This is an optimization exercise on Yosys and OpenROAD, whose aim is small area, a short achievable clock period and few clock cycles per item, not a production implementation.
The RTL was checked by simulation tests, not by an equivalence proof against the original design.

==> design.v <==
package cpu_pkg;
    localparam int XLEN       = 32;
    localparam int NUM_WORDS  = 32;
    localparam int IMEM_WORDS = 64;
    localparam int IMEM_AW    = $clog2(IMEM_WORDS);    
    localparam int IW         = 24;                    
    typedef logic [XLEN-1:0] word_t;
    typedef logic [7:0]      byte_t;
    typedef logic [4:0]      reg_addr_t;
    typedef logic [1:0]      lane_t;
    typedef logic [2:0]      pattern_t;
    typedef logic [IW-1:0]   dinstr_t;
    localparam byte_t LOAD_START  = 8'hFE;
    localparam byte_t LOAD_RUN    = 8'hFF;
    localparam byte_t SIG_TRIGGER = 8'hAA;
    localparam logic [6:0] OP_IMM    = 7'b0010011;
    localparam logic [6:0] OP_REG    = 7'b0110011;
    localparam logic [6:0] OP_LOAD   = 7'b0000011;
    localparam logic [6:0] OP_STORE  = 7'b0100011;
    localparam logic [6:0] OP_BRANCH = 7'b1100011;
    localparam byte_t SIG_PATTERN_0 = 8'h0D;
    localparam byte_t SIG_PATTERN_1 = 8'h36;
    localparam byte_t SIG_PATTERN_2 = 8'h9A;
    localparam logic [1:0] K_ADDI = 2'b00;
    localparam logic [1:0] K_ANDI = 2'b01;
    localparam logic [1:0] K_ORI  = 2'b10;
    localparam logic [1:0] K_OTH  = 2'b11;
    localparam logic [1:0] S_REG  = 2'b00;
    localparam logic [1:0] S_LW   = 2'b01;
    localparam logic [1:0] S_SW   = 2'b10;
    localparam logic [1:0] S_BEQ  = 2'b11;
    typedef enum logic [1:0] {LD_WAIT_START, LD_LOADING, LD_RUNNING} loader_state_t;
    typedef struct packed {
        logic               we;
        logic [IMEM_AW-1:0] idx;
        dinstr_t            data;
    } imem_wr_t;
endpackage
module instr_loader (
    input  logic                        clk_i,
    input  logic                        reset,
    input  cpu_pkg::byte_t              instr_i,
    output cpu_pkg::imem_wr_t           imem_wr_o,
    output logic [cpu_pkg::IMEM_AW-1:0] loaded_o,     
    output logic                        wrap_o,       
    output logic                        running_o,
    output logic                        loading_o
);
    cpu_pkg::loader_state_t      state;
    logic [1:0]                  byte_cnt;
    logic [23:0]                 shift_q;      
    logic [cpu_pkg::IMEM_AW-1:0] word_idx;
    cpu_pkg::word_t              w;
    cpu_pkg::dinstr_t            d;
    always_ff @(posedge clk_i or posedge reset) begin
        if (reset) begin
            state    <= cpu_pkg::LD_WAIT_START;
            byte_cnt <= 2'd0;
            word_idx <= '0;
        end else begin
            case (state)
                cpu_pkg::LD_WAIT_START: begin
                    if (instr_i == cpu_pkg::LOAD_START) begin
                        state    <= cpu_pkg::LD_LOADING;
                        byte_cnt <= 2'd0;
                        word_idx <= '0;
                    end
                end
                cpu_pkg::LD_LOADING: begin
                    if (byte_cnt == 2'd0 && instr_i == cpu_pkg::LOAD_RUN) begin
                        state <= cpu_pkg::LD_RUNNING;         
                    end else begin
                        byte_cnt <= byte_cnt + 2'd1;
                        if (byte_cnt == 2'd3) begin
                            word_idx <= word_idx + 1'b1;
                        end
                    end
                end
                default: state <= cpu_pkg::LD_RUNNING;        
            endcase
        end
    end
    always_ff @(posedge clk_i) begin
        shift_q <= {instr_i, shift_q[23:8]};
    end
    assign w = {instr_i, shift_q};
    always_comb begin
        d = '0;                                              
        case (w[6:0])
            cpu_pkg::OP_IMM: begin
                d[4:0]   = w[19:15];
                d[9:5]   = w[11:7];
                d[21:10] = w[31:20];
                case (w[14:12])
                    3'b000:  d[23:22] = cpu_pkg::K_ADDI;
                    3'b111:  d[23:22] = cpu_pkg::K_ANDI;
                    3'b110:  d[23:22] = cpu_pkg::K_ORI;
                    default: d = '0;
                endcase
            end
            cpu_pkg::OP_REG: begin
                d[23:22] = cpu_pkg::K_OTH;
                d[21:20] = cpu_pkg::S_REG;
                d[4:0]   = w[19:15];
                d[9:5]   = w[11:7];
                d[14:10] = w[24:20];
                case (w[14:12])
                    3'b000:  d[16:15] = w[30] ? 2'b01 : 2'b00;
                    3'b111:  d[16:15] = 2'b10;
                    3'b110:  d[16:15] = 2'b11;
                    default: d = '0;
                endcase
            end
            cpu_pkg::OP_LOAD: begin
                d[23:22] = cpu_pkg::K_OTH;
                d[21:20] = cpu_pkg::S_LW;
                d[4:0]   = w[19:15];
                d[9:5]   = w[11:7];
                d[14:10] = w[24:20];                         
                d[16:15] = w[26:25];                         
            end
            cpu_pkg::OP_STORE: begin
                d[23:22] = cpu_pkg::K_OTH;
                d[21:20] = cpu_pkg::S_SW;
                d[4:0]   = w[19:15];
                d[9:5]   = w[11:7];                          
                d[14:10] = w[24:20];
                d[16:15] = w[26:25];                         
            end
            cpu_pkg::OP_BRANCH: begin
                if (w[14:12] == 3'b000) begin
                    d[23:22] = cpu_pkg::K_OTH;
                    d[21:20] = cpu_pkg::S_BEQ;
                    d[4:0]   = w[19:15];
                    d[9:5]   = {w[25], w[11:8]};                 
                    d[14:10] = w[24:20];
                    d[16:15] = w[27:26];                         
                end
            end
            default: ;
        endcase
    end
    assign imem_wr_o.we   = (state == cpu_pkg::LD_LOADING) && (byte_cnt == 2'd3);
    assign imem_wr_o.idx  = word_idx;
    assign imem_wr_o.data = d;
    assign loaded_o  = word_idx;
    assign wrap_o    = imem_wr_o.we && (word_idx == '1);
    assign running_o = (state == cpu_pkg::LD_RUNNING);
    assign loading_o = (state == cpu_pkg::LD_LOADING);
endmodule
module instr_mem (
    input  logic                        clk_i,
    input  cpu_pkg::imem_wr_t           imem_wr_i,
    input  logic [cpu_pkg::IMEM_AW-1:0] fetch_idx_i,
    input  logic [cpu_pkg::IMEM_AW-2:0] erow_i,       
    output cpu_pkg::dinstr_t            instr0_o,     
    output cpu_pkg::dinstr_t            instr1_o      
);
    cpu_pkg::dinstr_t even_q [cpu_pkg::IMEM_WORDS/2];
    cpu_pkg::dinstr_t odd_q  [cpu_pkg::IMEM_WORDS/2];
    logic [cpu_pkg::IMEM_AW-2:0] orow;
    cpu_pkg::dinstr_t            ew, ow;
    always_ff @(posedge clk_i) begin
        if (imem_wr_i.we && !imem_wr_i.idx[0]) begin
            even_q[imem_wr_i.idx[cpu_pkg::IMEM_AW-1:1]] <= imem_wr_i.data;
        end
    end
    always_ff @(posedge clk_i) begin
        if (imem_wr_i.we && imem_wr_i.idx[0]) begin
            odd_q[imem_wr_i.idx[cpu_pkg::IMEM_AW-1:1]] <= imem_wr_i.data;
        end
    end
    assign orow = fetch_idx_i[cpu_pkg::IMEM_AW-1:1];
    assign ew   = even_q[erow_i];
    assign ow   = odd_q[orow];
    assign instr0_o = fetch_idx_i[0] ? ow : ew;
    assign instr1_o = fetch_idx_i[0] ? ew : ow;
endmodule
module core_ctrl (
    input  logic                        clk_i,
    input  logic                        reset,
    input  logic                        running_i,
    input  logic [cpu_pkg::IMEM_AW-1:0] loaded_i,
    input  logic                        restart_i,
    input  cpu_pkg::imem_wr_t           imem_wr_i,     
    input  cpu_pkg::dinstr_t            fetch0_i,      
    input  cpu_pkg::dinstr_t            fetch1_i,      
    input  logic                        eq0_i,
    input  logic                        eq1_i,
    output logic [cpu_pkg::IMEM_AW-1:0] fetch_idx_o,   
    output logic [cpu_pkg::IMEM_AW-2:0] erow_o,        
    output cpu_pkg::dinstr_t            instr0_o,
    output cpu_pkg::dinstr_t            instr1_o,
    output logic                        we0_o,
    output logic                        we1_o,
    output logic                        lw0_o,
    output logic                        lw1_o,
    output logic                        mem_slot_o,    
    output logic                        mem_wr_o
);
    logic [7:1]       pc;              
    cpu_pkg::dinstr_t ir0, ir1;        
    logic             go0, go1, iss1;
    logic             oth0, oth1;
    logic             w0, w1, mem0, mem1, beq0, beq1, sw0, sw1;
    logic             taken0, taken1, raw, wbank;
    logic [7:1]       off0, off1;
    logic [cpu_pkg::IMEM_AW:0] nxt_idx;
    logic [7:1]       c_t0, c_one, c_t1, c_two, npc;
    logic [4:0]       e_hold, e_t0, e_one, e_t1, e_two, erow_n;
    logic [cpu_pkg::IMEM_AW-1:0] fidx1;
    assign instr0_o = ir0;
    assign instr1_o = ir1;
    assign nxt_idx = {1'b0, pc[7:2]} + 1'b1;
    assign go0     = running_i || (pc[7:2] < loaded_i);
    assign go1     = running_i || (nxt_idx < {1'b0, loaded_i});
    assign oth0  = (ir0[23:22] == cpu_pkg::K_OTH);
    assign oth1  = (ir1[23:22] == cpu_pkg::K_OTH);
    assign w0    = !oth0 || ir0[21:20] == cpu_pkg::S_REG || ir0[21:20] == cpu_pkg::S_LW;
    assign w1    = !oth1 || ir1[21:20] == cpu_pkg::S_REG || ir1[21:20] == cpu_pkg::S_LW;
    assign lw0_o = oth0 && ir0[21:20] == cpu_pkg::S_LW;
    assign lw1_o = oth1 && ir1[21:20] == cpu_pkg::S_LW;
    assign sw0   = oth0 && ir0[21:20] == cpu_pkg::S_SW;
    assign sw1   = oth1 && ir1[21:20] == cpu_pkg::S_SW;
    assign beq0  = oth0 && ir0[21:20] == cpu_pkg::S_BEQ;
    assign beq1  = oth1 && ir1[21:20] == cpu_pkg::S_BEQ;
    assign mem0  = lw0_o || sw0;
    assign mem1  = lw1_o || sw1;
    assign raw = w0 && ir0[9:5] != '0 &&
                 (ir0[9:5] == ir1[4:0] ||
                  (oth1 && !lw1_o && ir0[9:5] == ir1[14:10]));
    assign wbank  = w0 && w1 && ir0[9:5] != '0 && ir1[9:5] != '0 &&
                    ir0[7:5] == ir1[7:5] && ir0[9:8] != ir1[9:8];
    assign taken0 = beq0 && eq0_i;
    assign taken1 = beq1 && eq1_i;
    assign off0   = {ir0[16:15], ir0[9:5]};
    assign off1   = {ir1[16:15], ir1[9:5]};
    assign iss1   = go0 && go1 && !raw && !wbank && !(mem0 && mem1) && !taken0;
    assign c_t0   = pc + off0;
    assign c_one  = pc + 7'd2;
    assign c_t1   = pc + 7'd2 + off1;
    assign c_two  = pc + 7'd4;
    assign e_hold = pc[7:3]    + pc[2];
    assign e_t0   = c_t0[7:3]  + c_t0[2];
    assign e_one  = c_one[7:3] + c_one[2];
    assign e_t1   = c_t1[7:3]  + c_t1[2];
    assign e_two  = c_two[7:3] + c_two[2];
    always_comb begin
        if (restart_i) begin
            npc = '0;    erow_n = '0;
        end else if (!go0) begin
            npc = pc;    erow_n = e_hold;
        end else if (taken0) begin
            npc = c_t0;  erow_n = e_t0;
        end else if (!iss1) begin
            npc = c_one; erow_n = e_one;
        end else if (taken1) begin
            npc = c_t1;  erow_n = e_t1;
        end else begin
            npc = c_two; erow_n = e_two;
        end
    end
    assign fetch_idx_o = npc[7:2];
    assign erow_o      = erow_n;
    assign fidx1       = npc[7:2] + 1'b1;
    always_ff @(posedge clk_i or posedge reset) begin
        if (reset) begin
            pc <= '0;
        end else begin
            pc <= npc;
        end
    end
    always_ff @(posedge clk_i) begin
        ir0 <= (imem_wr_i.we && imem_wr_i.idx == npc[7:2]) ? imem_wr_i.data : fetch0_i;
        ir1 <= (imem_wr_i.we && imem_wr_i.idx == fidx1)    ? imem_wr_i.data : fetch1_i;
    end
    assign we0_o      = go0 && w0 && ir0[9:5] != '0;
    assign we1_o      = iss1 && w1 && ir1[9:5] != '0;
    assign mem_slot_o = !mem0;
    assign mem_wr_o   = (go0 && sw0) || (iss1 && sw1);
endmodule
module alu (
    input  cpu_pkg::dinstr_t   instr_i,
    input  cpu_pkg::word_t     rs1_data_i,
    input  cpu_pkg::word_t     rs2_data_i,
    output cpu_pkg::word_t     result_o,
    output cpu_pkg::reg_addr_t mem_idx_o,
    output logic               eq_o
);
    logic           full;        
    logic [1:0]     op;          
    cpu_pkg::word_t op_b;
    logic [6:0]     mimm;
    logic [6:0]     maddr;
    assign full = (instr_i[23:22] != cpu_pkg::K_OTH);
    assign op_b = full ? {{20{instr_i[21]}}, instr_i[21:10]} : rs2_data_i;
    always_comb begin
        case (instr_i[23:22])
            cpu_pkg::K_ADDI: op = 2'b00;
            cpu_pkg::K_ANDI: op = 2'b10;
            cpu_pkg::K_ORI:  op = 2'b11;
            default:         op = instr_i[16:15];
        endcase
    end
    cpu_pkg::word_t bx, g, p, sum;
    cpu_pkg::word_t gl [6];
    cpu_pkg::word_t pl [6];
    logic           sub;
    assign sub = (op == 2'b01);
    assign bx  = op_b ^ {32{sub}};
    assign g   = rs1_data_i & bx;
    assign p   = rs1_data_i ^ bx;
    always_comb begin
        gl[0] = g;
        pl[0] = p;
        for (int l = 0; l < 5; l++) begin
            for (int i = 0; i < 32; i++) begin
                if (i >= (1 << l)) begin
                    gl[l+1][i] = gl[l][i] | (pl[l][i] & gl[l][i - (1 << l)]);
                    pl[l+1][i] = pl[l][i] & pl[l][i - (1 << l)];
                end else begin
                    gl[l+1][i] = gl[l][i];
                    pl[l+1][i] = pl[l][i];
                end
            end
        end
        sum[0] = p[0] ^ sub;
        for (int i = 1; i < 32; i++) begin
            sum[i] = p[i] ^ (gl[5][i-1] | (pl[5][i-1] & sub));
        end
    end
    always_comb begin
        case (op)
            2'b10:   result_o = rs1_data_i & op_b;
            2'b11:   result_o = rs1_data_i | op_b;
            default: result_o = sum;
        endcase
    end
    assign mimm      = {instr_i[16:15], (instr_i[21:20] == cpu_pkg::S_LW) ? instr_i[14:10] : instr_i[9:5]};
    assign maddr     = rs1_data_i[6:0] + mimm;
    assign mem_idx_o = maddr[6:2];
    assign eq_o = (rs1_data_i == rs2_data_i);
endmodule
module reg_file (
    input  logic               clk_i,
    input  logic               reset,
    input  logic               clear_i,      
    input  cpu_pkg::reg_addr_t rs1_0_i,
    input  cpu_pkg::reg_addr_t rs2_0_i,
    input  cpu_pkg::reg_addr_t rs1_1_i,
    input  cpu_pkg::reg_addr_t rs2_1_i,
    input  cpu_pkg::reg_addr_t rd0_i,
    input  cpu_pkg::reg_addr_t rd1_i,
    input  cpu_pkg::reg_addr_t dbg_addr_i,
    input  logic               we0_i,
    input  logic               we1_i,        
    input  cpu_pkg::word_t     wdata0_i,
    input  cpu_pkg::word_t     wdata1_i,
    output cpu_pkg::word_t     rs1_0_data_o,
    output cpu_pkg::word_t     rs2_0_data_o,
    output cpu_pkg::word_t     rs1_1_data_o,
    output cpu_pkg::word_t     rs2_1_data_o,
    output cpu_pkg::word_t     dbg_data_o
);
    cpu_pkg::word_t regs [cpu_pkg::NUM_WORDS];
    logic [cpu_pkg::NUM_WORDS-1:0] valid;
    logic [cpu_pkg::NUM_WORDS-1:0] sel0, sel1;
    cpu_pkg::word_t bank_wd [8];
    always_comb begin
        for (int i = 0; i < cpu_pkg::NUM_WORDS; i++) begin
            sel1[i] = we1_i && rd1_i == i && i != 0;
            sel0[i] = we0_i && rd0_i == i && i != 0;
        end
    end
    always_ff @(posedge clk_i or posedge reset) begin
        if (reset) begin
            valid <= '0;
        end else if (clear_i) begin
            valid <= '0;
        end else begin
            valid <= valid | sel0 | sel1;
        end
    end
    always_comb begin
        for (int b = 0; b < 8; b++) begin
            bank_wd[b] = (we1_i && rd1_i[2:0] == b) ? wdata1_i : wdata0_i;
        end
    end
    always_ff @(posedge clk_i) begin
        for (int i = 1; i < cpu_pkg::NUM_WORDS; i++) begin
            if (sel1[i] || sel0[i]) regs[i] <= bank_wd[i % 8];
        end
    end
    assign rs1_0_data_o = valid[rs1_0_i]    ? regs[rs1_0_i]    : '0;
    assign rs2_0_data_o = valid[rs2_0_i]    ? regs[rs2_0_i]    : '0;
    assign rs1_1_data_o = valid[rs1_1_i]    ? regs[rs1_1_i]    : '0;
    assign rs2_1_data_o = valid[rs2_1_i]    ? regs[rs2_1_i]    : '0;
    assign dbg_data_o   = valid[dbg_addr_i] ? regs[dbg_addr_i] : '0;
endmodule
module data_mem (
    input  logic               clk_i,
    input  logic               reset,
    input  logic               clear_i,      
    input  cpu_pkg::reg_addr_t idx_i,
    input  cpu_pkg::word_t     wdata_i,
    input  logic               wr_i,
    input  cpu_pkg::reg_addr_t dbg_addr_i,
    output cpu_pkg::word_t     rdata_o,
    output cpu_pkg::word_t     dbg_data_o
);
    cpu_pkg::word_t mem [cpu_pkg::NUM_WORDS];
    logic [cpu_pkg::NUM_WORDS-1:0] valid;
    always_ff @(posedge clk_i or posedge reset) begin
        if (reset) begin
            valid <= '0;
        end else if (clear_i) begin
            valid <= '0;
        end else if (wr_i) begin
            valid[idx_i] <= 1'b1;
        end
    end
    always_ff @(posedge clk_i) begin
        if (wr_i) begin
            mem[idx_i] <= wdata_i;
        end
    end
    assign rdata_o    = valid[idx_i]      ? mem[idx_i]      : '0;
    assign dbg_data_o = valid[dbg_addr_i] ? mem[dbg_addr_i] : '0;
endmodule
module signature_player (
    input  logic     clk_i,
    input  logic     reset,
    input  cpu_pkg::byte_t    instr_i,
    input  logic     loading_i,
    output cpu_pkg::pattern_t sig_o
);
    logic       armed;        
    logic       play;
    logic [2:0] bit_cnt;
    logic [2:0] bit_sel;
    assign bit_sel = 3'd7 - bit_cnt;            
    always_ff @(posedge clk_i or posedge reset) begin
        if (reset) begin
            armed   <= 1'b0;
            play    <= 1'b0;
            bit_cnt <= 3'd0;
            sig_o   <= '0;
        end else begin
            armed <= (instr_i == cpu_pkg::SIG_TRIGGER) && !loading_i && !armed && !play;
            if (armed) begin
                play    <= 1'b1;
                bit_cnt <= 3'd0;
            end else if (play) begin
                bit_cnt <= bit_cnt + 3'd1;
                if (bit_cnt == 3'd7) play <= 1'b0;
            end
            if (play) begin
                sig_o <= {cpu_pkg::SIG_PATTERN_2[bit_sel], cpu_pkg::SIG_PATTERN_1[bit_sel], cpu_pkg::SIG_PATTERN_0[bit_sel]};
            end else begin
                sig_o <= '0;
            end
        end
    end
endmodule
module cpu_top (
    input  logic               clk_i,
    input  logic               reset,
    input  cpu_pkg::byte_t     instr_i,
    input  logic               data_or_reg_i,
    input  cpu_pkg::reg_addr_t address_i,
    input  cpu_pkg::lane_t     vout_addr_i,
    output cpu_pkg::byte_t     value_o,
    output cpu_pkg::pattern_t  easter_egg_o
);
    cpu_pkg::imem_wr_t           imem_wr;
    logic                        running;
    logic                        loading;
    logic                        wrap;
    logic [cpu_pkg::IMEM_AW-1:0] loaded;
    logic [cpu_pkg::IMEM_AW-1:0] fetch_idx;
    logic [cpu_pkg::IMEM_AW-2:0] erow;
    cpu_pkg::dinstr_t            ins0, ins1, fw0, fw1;
    cpu_pkg::reg_addr_t          midx0, midx1, mem_idx;
    logic                        we0, we1, lw0, lw1, mem_slot, mem_wr;
    cpu_pkg::word_t              a0, b0, a1, b1, res0, res1, mem_rdata, wd0, wd1;
    logic                        eq0, eq1;
    cpu_pkg::word_t              reg_dbg, mem_dbg, readout_word;
    instr_loader u_loader (
        .clk_i, .reset, .instr_i,
        .imem_wr_o (imem_wr),
        .loaded_o  (loaded),
        .wrap_o    (wrap),
        .running_o (running),
        .loading_o (loading)
    );
    instr_mem u_imem (
        .clk_i,
        .imem_wr_i   (imem_wr),
        .fetch_idx_i (fetch_idx),
        .erow_i      (erow),
        .instr0_o    (fw0),
        .instr1_o    (fw1)
    );
    core_ctrl u_ctrl (
        .clk_i, .reset,
        .running_i   (running),
        .loaded_i    (loaded),
        .restart_i   (wrap),
        .imem_wr_i   (imem_wr),
        .fetch0_i    (fw0),
        .fetch1_i    (fw1),
        .eq0_i       (eq0),
        .eq1_i       (eq1),
        .fetch_idx_o (fetch_idx),
        .erow_o      (erow),
        .instr0_o    (ins0),
        .instr1_o    (ins1),
        .we0_o       (we0),
        .we1_o       (we1),
        .lw0_o       (lw0),
        .lw1_o       (lw1),
        .mem_slot_o  (mem_slot),
        .mem_wr_o    (mem_wr)
    );
    alu u_alu0 (
        .instr_i (ins0), .rs1_data_i (a0), .rs2_data_i (b0),
        .result_o (res0), .mem_idx_o (midx0), .eq_o (eq0)
    );
    alu u_alu1 (
        .instr_i (ins1), .rs1_data_i (a1), .rs2_data_i (b1),
        .result_o (res1), .mem_idx_o (midx1), .eq_o (eq1)
    );
    assign mem_idx = mem_slot ? midx1 : midx0;
    assign wd0     = lw0 ? mem_rdata : res0;
    assign wd1     = lw1 ? mem_rdata : res1;
    reg_file u_regs (
        .clk_i, .reset, .clear_i (wrap),
        .rs1_0_i (ins0[4:0]), .rs2_0_i (ins0[14:10]),
        .rs1_1_i (ins1[4:0]), .rs2_1_i (ins1[14:10]),
        .rd0_i (ins0[9:5]), .rd1_i (ins1[9:5]), .dbg_addr_i (address_i),
        .we0_i (we0), .we1_i (we1), .wdata0_i (wd0), .wdata1_i (wd1),
        .rs1_0_data_o (a0), .rs2_0_data_o (b0),
        .rs1_1_data_o (a1), .rs2_1_data_o (b1), .dbg_data_o (reg_dbg)
    );
    data_mem u_dmem (
        .clk_i, .reset, .clear_i (wrap),
        .idx_i (mem_idx), .wdata_i (mem_slot ? b1 : b0), .wr_i (mem_wr),
        .dbg_addr_i (address_i),
        .rdata_o (mem_rdata), .dbg_data_o (mem_dbg)
    );
    signature_player u_sig (
        .clk_i, .reset, .instr_i,
        .loading_i (loading),
        .sig_o     (easter_egg_o)
    );
    assign readout_word = data_or_reg_i ? reg_dbg : mem_dbg;
    assign value_o      = running ? readout_word[{vout_addr_i, 3'b000} +: 8] : 8'h00;
endmodule
==> run.sh <==
#!/bin/bash
# synth_recipe.tcl (not shown) runs the flow's synth.tcl, then flattens the netlist and writes it again
# the make line also repeats each setting of config.mk as NAME=value (left out here)
make -C /OpenROAD-flow-scripts/flow DESIGN_CONFIG=/design/flow/config.mk WORK_HOME=/design/flow/orfs CLKGATE_MAP_FILE= SYNTH_SCRIPT=/design/flow/synth_recipe.tcl finish
==> config.mk <==
export PLATFORM = sky130hd
export DESIGN_NAME = cpu_top
export DESIGN_NICKNAME = cpu_top
export VERILOG_FILES = /design/flow/design.v
export SDC_FILE = /design/flow/constraint.sdc
export NUM_CORES = 4
export LEC_CHECK = 0
export CAP_MARGIN = 40
export CORE_MARGIN = 2
export CORE_UTILIZATION = 25
export CTS_BUF_LIST = sky130_fd_sc_hd__clkbuf_8
export CTS_CLUSTER_SIZE = 30
export PLACE_DENSITY = 0.32
export SETUP_SLACK_MARGIN = 4.5
export SLEW_MARGIN = 60
export TNS_END_PERCENT = 5
==> constraint.sdc <==
create_clock -name core_clock -period 12.0 [get_ports {clk_i}]
set_input_delay 2.4000 -clock core_clock [delete_from_list [all_inputs] [get_ports {clk_i}]]
set_output_delay 2.4000 -clock core_clock [all_outputs]
set_load 0.01 [all_outputs]
==> results by group <==
Run status
  • Outcome: finished with violations
  • Layout violations: antenna violations

Cells and area
  • Final non-filler cell total: 29.2k
  • Nets: 18.0k
  • Synth-to-Final Area Change: 29.1%
  • Fill cells: 78.3k
  • Finished Cell Area: 252000 um^2
  • Fraction of layout cells with a size suffix above 1: 0.280

Timing
  • Max Clk Rate: 0.121 GHz
  • Final TNS setup: 0 ns
  • Max-slew violation count: 0
  • Slew margin rel.: 0.475
  • Final Hold Vio Count: 0
  • Final Setup Violations: 0
  • Fin crit share: 0.688
  • Min cycle time layout: 8.26 ns
  • Worst slew pin tran: 0.787 ns
  • Unrepaired setup endpoints after global routing: true
  • Final Skew: 0.193 ns

Synthesis
  • Warnings, synthesis: 43
  • Synth unique cells: 114
  • Seq/Total Area, Yosys: 0.564
  • Post-synth ARST share: 0.0237
  • Post-Syn Area: 196000 um^2
  • Synthesized instance count: 16.2k
  • Synthesized flop and latch total: 3712
  • EDFF count, synth: 3552
  • Mapped Nets: 16.3k
  • Main flop type after synthesis: edfxtp_1
  • Syn Area/Cell: 12.1 um^2

Die
  • Row count: 324
  • I/O pin total: 29
  • Core footprint: 779000 um^2
  • Die Span Y: 888 um
  • DIE AREA: 789000 um^2
  • Die width: 888 um
  • Initial core utilization: 0.251

Drt
  • Routed length per placed instance: 54.4 um
  • Antenna-violating nets left: 1
  • Routed via count: 191k
  • Detailed Routing Iterations Pass 1: 14
  • Vias per Instance: 6.55
  • DR iter-0 viols: 33.6k
  • Drt drc: 0
  • WL final: 1590000 um

Setup path
  • CP arrival: 5.86 ns
  • CP max stage delay: 0.50 ns
  • CP Launch Type: input port
  • Critical path data required time: 9.60 ns
  • Critical path cell sequence: buf_16 > nand2b_4 > buf_4 > buf_4 > nor2_4 > buf_12 > a22o_1 > a221oi_1 > nand4_1 > nor3_2 > o311ai_4 > o211ai_1 > buf_2 > a21oi_4 > buf_6
  • Crit end category: primary output
  • Worst path most repeated cell: buf_4
  • Worst-path fanout max: 18
  • CP max stage cell: o311ai_4
  • Kind of critical path: input port to primary output

GRT
  • Gr usage total: 0.386
  • Vias in the first global route: 173k
  • Initial antenna violation count: 270
  • First-pass GRT wire length: 1990000 um
  • Total global routing overflow: 0
  • Largest net degree at the start of global routing: 77

Worst hold path
  • Hold WC Path Type: flop to flop

Clocking
  • Worst-Skew Late Latency: 1.49 ns
  • Num CTS Buffers: 701
  • H-Tree Depth: 6
  • Clock Tree Buf Depth: 4
  • Post-CTS Hold Fix Bufs: 0
  • Sink Count: 3712
  • Clock Root Buffer: clkbuf_8
  • TritonCTS clock tree: built
  • Worst-path clk slew: 0.06 ns

Placed design
  • Detailed placement HPWL: 1090000 um
  • GPL Wtd Cong: 1.11
  • Count of input and output buffers: 28
  • Placed Cells: 26.9k
  • Area after DPL: 227000 um^2

Run
  • Max-cap viol count: 0
[timing repair]
action	CTS	global route
resized for setup	846	133
pin swaps	200	62
endpoints found under the setup margin	2642	896
cloned	66	4
buffers inserted	458	86
[Yosys cell counts (all sizes together) (88+ instances only)]
cell type / number / area, um^2
xor2: 95 / 832
a21oi: 417 / 2090
nor2: 629 / 2410
ha: 124 / 1550
a221oi: 194 / 1720
a31oi: 229 / 1430
edfxtp: 3552 / 107000
o22ai: 135 / 851
mux4: 444 / 10000
mux2: 336 / 3780
nand3: 1249 / 6260
nor4: 221 / 1400
nand2: 1569 / 5890
inv: 319 / 1200
nand4: 436 / 2740
and3: 449 / 2810
clkbuf: 784 / 2940
o21ai: 137 / 686
xnor2: 145 / 1270
dfrtp: 88 / 2200
a22o: 245 / 2150
nor3: 125 / 676
a32oi: 179 / 1570
a22oi: 1100 / 8260
a2111oi: 291 / 2550
mux2i: 613 / 6140
a211oi: 306 / 2330
buf: 622 / 3190
[placed cells by master, fill, tap and decap left out, drive strengths merged, types with 229 or more instances in the layout]
| master | instances |
|---|---|
| a2111oi | 291 |
| a211oi | 306 |
| a21oi | 417 |
| a22o | 245 |
| a22oi | 1100 |
| a31oi | 229 |
| and3 | 450 |
| buf | 2340 |
| clkbuf | 732 |
| diode | 301 |
| edfxtp | 3552 |
| inv | 617 |
| mux2 | 338 |
| mux2i | 613 |
| mux4 | 444 |
| nand2 | 1569 |
| nand3 | 1249 |
| nand4 | 436 |
| nor2 | 629 |
[critical path, delay by kind of cell]
kind / cells / cell delay [ns]
compound gates: 5 / 1.33
buf+inv: 6 / 1.16
simple gates: 4 / 0.83
[layer usage]
| metal | global-route usage | wire (um) | vias up |
|---|---|---|---|
| met1 | 0.486 | 631000 | 99500 |
| met2 | 0.534 | 635000 | 16800 |
| met4 | 0.272 | 140000 | 98 |
| met5 | 0.00835 | 1810 | - |
| met3 | 0.155 | 180000 | 5504 |
| li1 | - | - | 69100 |
[worst paths after layout]
check	start	to	slack [ns]	cells after the start
min in group asynchronous	reset	u_dmem.valid[2]	1.43	2
max in group asynchronous	reset	u_regs.valid[12]	9.59	3
hold / removal	u_loader.shift_q[21]	u_loader.shift_q[13]	0.35	0
hold reg to reg	u_loader.shift_q[21]	u_loader.shift_q[13]	0.35	0
setup reg to reg	u_ctrl.ir1[10]	u_ctrl.ir0[5]	3.99	29
setup / recovery	address_i[4]	value_o[2]	3.74	15
[registers in the layout, summed over array words and instances, names as in the netlist, 2 cells and up]
name and flops:
u_dmem.mem 1024, u_loader.byte_cnt 2, u_ctrl.pc 7, u_sig.sig_o 3, u_loader.word_idx 6, u_regs.regs 992
u_imem.odd_q 768, u_imem.even_q 768, u_ctrl.ir1 24, u_sig.bit_cnt 3, u_regs.valid 31, u_loader.shift_q 24
u_dmem.valid 32, u_loader.state 2, u_ctrl.ir0 24
[stage by stage]
step                      worst slack (ns)  hold slack [ns]  utilization
after floorplan                       4.54            0.331            -
after global placement                1.03            0.338        0.281
after detailed placement              2.44            0.337        0.291
after CTS                             3.95            0.352        0.321
after global routing                  3.93            0.355        0.323
final                                 3.74            0.350        0.324
[logic make-up (layout without fill, tap and decap cells)]
group	after synthesis	count (layout)	share of synthesized area
simple gates	5188	5190	0.133
fa+ha+maj	167	167	0.0102
xor+xnor	240	240	0.0107
flops	3712	3712	0.564
mux	1393	1395	0.102
compound gates	3723	3724	0.143
buf+inv	1727	3999	0.0375
other cells	0	301	0
[final cells by class]
type,count,area (um^2),share of cell area
Timing Repair Buffer,2408,28600,0.113
Tap cell,10400,13100,0.0517
Multi-Input combinational cell,10700,85400,0.338
Sequential cell,3712,110000,0.437
Clock buffer,719,9900,0.0392
Antenna cell,301,753,0.00298
Clock inverter,551,3100,0.0123
Inverter,321,1290,0.00510
Testbench counts, summed over its fixed seeds: cycles 21,636, instrs 30,699.

-- separate check: timing with driven ports --
In the flow no input, the clock included, has a driving cell. The finished layout below was timed again as built, in two steps.
Step 1: set_driving_cell puts a clkbuf_16 on clk_i and a buf_2 on each other input, an assumption about the parent block.
Step 2 adds t to the input delays and takes it off the output delays; t is the mean of the earliest and latest rising clock arrival at the registers after step 1. Input paths then give back, and output paths get back, about the clock's delay inside the block.
Three values: no drivers, after step 1, after step 2; two values: the first two.
t (ns): 1.554
setup WS [ns]: 3.738 / 3.226 / 3.226
clock arrival spread, ns: 0.199 / 0.199
worst register clock-pin slew, ns: 0.09 / 0.09
worst slew at a driven data input, ns: 0.65
The setup slack of this run moves by -0.512 ns with the drivers and by -0.512 ns with both steps.
